Context: an optimization exercise on an open-source flow, tuned for small area, a short achievable clock period and few clock cycles. The choices shown serve that exercise and are no tape-out recipe.
Function was checked by simulation only, so behaviour that the tests miss may differ from the original.
No activity file was given, so power comes from the tool's default toggle rates.

== v59 ==
## voxel_ray_traversal_top
module voxel_ray_traversal_top #(
  parameter int MAX_STEPS        = 64,
  parameter int ORIGIN_FRAC_BITS = 8,
  parameter int DIR_FRAC_BITS    = 14
) (
  input  logic               clk_i,
  input  logic               rst_ni,
  input  logic               in_valid_i,
  output logic               in_ready_o,
  input  logic signed [23:0] origin_x_i,
  input  logic signed [23:0] origin_y_i,
  input  logic signed [23:0] origin_z_i,
  input  logic signed [15:0] dir_x_i,
  input  logic signed [15:0] dir_y_i,
  input  logic signed [15:0] dir_z_i,
  input  logic [6:0]         step_count_i,
  output logic               out_valid_o,
  input  logic               out_ready_i,
  output logic signed [15:0] voxel_x_o,
  output logic signed [15:0] voxel_y_o,
  output logic signed [15:0] voxel_z_o,
  output logic [1:0]         normal_axis_o,
  output logic               normal_negative_o,
  output logic [6:0]         step_index_o,
  output logic               last_o
);
Size in the first run: ~620 flip-flops, roughly 190 I/O pins, about 38000 µm² of cells after synthesis.
export LEC_CHECK = 0
export CAP_MARGIN = 20
export CORE_MARGIN = 2
export CORE_UTILIZATION = 50
export CTS_BUF_LIST = sky130_fd_sc_hd__clkbuf_8
export CTS_CLUSTER_DIAMETER = 60
export CTS_CLUSTER_SIZE = 18
export SETUP_SLACK_MARGIN = 4.65
export SLEW_MARGIN = 20
create_clock -name core_clock -period 8.0 [get_ports {clk_i}]
run.sh (not shown) runs the stock make flow with config.mk's settings and CLKGATE_MAP_FILE= SYNTH_SCRIPT=/design/flow/synth_recipe.tcl, a recipe that flattens the netlist after the stock synthesis.
v59 reached the end of the flow, and the finished layout is clean on the timing, DRC and antenna checks.
Testbench counts of v59, summed over its fixed seeds: cycles 44,325.
[inputs] v15 vs v59
==> flow/config.mk <==
export PLATFORM = sky130hd
export DESIGN_NAME = voxel_ray_traversal_top
export DESIGN_NICKNAME = voxel_ray_traversal_top
export VERILOG_FILES = /design/flow/design.v
export SDC_FILE = /design/flow/constraint.sdc
export NUM_CORES = 4
export LEC_CHECK = 0
export CAP_MARGIN = 20
export CORE_MARGIN = 2
export CORE_UTILIZATION = 40
export CTS_BUF_LIST = sky130_fd_sc_hd__clkbuf_16
export CTS_CLUSTER_DIAMETER = 60
export CTS_CLUSTER_SIZE = 20
export SETUP_SLACK_MARGIN = 4.5
export SLEW_MARGIN = 20
[summary]
Post-route cell area of v15 is on par with v59.
v15: post-route fraction of the period consumed by the critical path is 1.4 points higher than what v59 reported.
v15 reports its endpoint of the most critical setup path as vo_q[1][12]$_DFFE_PP_ while v59 reports g_div[2].u_max.rem_q[15]$_SDFF_PP0_.
As far as overflow left after global routing goes, v15 and v59 are indistinguishable; the numbers are identical.
Modified inputs, v9 compared to v15
==> flow/config.mk <==
export PLATFORM = sky130hd
export DESIGN_NAME = voxel_ray_traversal_top
export DESIGN_NICKNAME = voxel_ray_traversal_top
export VERILOG_FILES = /design/flow/design.v
export SDC_FILE = /design/flow/constraint.sdc
export NUM_CORES = 4
export LEC_CHECK = 0
export CAP_MARGIN = 20
export CORE_MARGIN = 2
export CORE_UTILIZATION = 55
export CTS_BUF_LIST = sky130_fd_sc_hd__clkbuf_8
export CTS_CLUSTER_DIAMETER = 50
export CTS_CLUSTER_SIZE = 14
export SETUP_SLACK_MARGIN = 4.65
export SLEW_MARGIN = 20
[summary]
The count of flip-flops and latches on v15 is in line with that on v9.
Against v15, number of fillers in the final layout in v9 fell by more than a quarter.
The beginning of the critical path comes out origin_y_i[2] in one run and dir_z_i[4] in the other, namely in v15 and v9 respectively.
Between v15 and v9, the final worst setup slack is higher for v9.
Clock group share of total power down 2.8 points in v9 wrt v15
Looking at v15 and v9, the cell area is a wash.
Of v15 and v9, v15 shows the higher cell internal power dissipation, with v9 below it.
First-pass GRT wire length went up slightly going from v15 to v9.
The following lists how v10 was set up differently from v9:
==> flow/config.mk <==
export PLATFORM = sky130hd
export DESIGN_NAME = voxel_ray_traversal_top
export DESIGN_NICKNAME = voxel_ray_traversal_top
export VERILOG_FILES = /design/flow/design.v
export SDC_FILE = /design/flow/constraint.sdc
export NUM_CORES = 4
export LEC_CHECK = 0
export CAP_MARGIN = 20
export CORE_MARGIN = 2
export CORE_UTILIZATION = 65
export CTS_BUF_LIST = sky130_fd_sc_hd__clkbuf_8
export CTS_CLUSTER_DIAMETER = 50
export CTS_CLUSTER_SIZE = 16
export SETUP_SLACK_MARGIN = 4.6
export SLEW_MARGIN = 20
### Flow results
Against v9, CTS buffer count in v10 fell by a little under 10%.
Compared with v9, in v10 total length of routed wires rose by 1.1%; clock network area share stayed essentially flat; met2 capacity usage during global routing rose by 7.3 points; logic depth of the worst setup path including buffers rose by 4; per-cell routed wire length rose by 0.87 µm.
[compare] base=v9 new=v10: data arrival at the endpoint of the critical path decreased by 0.02 ns relative to the old numbers; post-layout worst setup margin went down.

-- re-timing with driven ports --
No port has a modelled driver above. Below, the same layouts with a new extraction and two added sets of constraints. Step 1, drivers: a clkbuf_16 drives clk_i and a buf_2 each remaining input, both assumed. Step 2, shift: input delay + t, output delay - t, t = (earliest + latest rising clock arrival at the registers) / 2. This alone moves slack from input paths to output paths. a / b / c = no drivers / after step 1 / after step 2; a / b = the first two.
run | shift t [ns] | setup slack, ns | clock arrival spread, ns
v59 | 0.743 | 4.633 / 4.655 / 3.913 | 0.068 / 0.068
v15 | 0.741 | 4.524 / 4.528 / 3.824 | 0.036 / 0.036
v9 | 0.766 | 4.629 / 4.625 / 3.885 | 0.044 / 0.044
v10 | 0.743 | 4.532 / 4.532 / 3.924 | 0.048 / 0.048
After both steps setup and hold are still met in every run listed. For v9, which loses most, drivers alone change the setup slack by -0.004 ns; drivers and shift together by -0.744 ns.
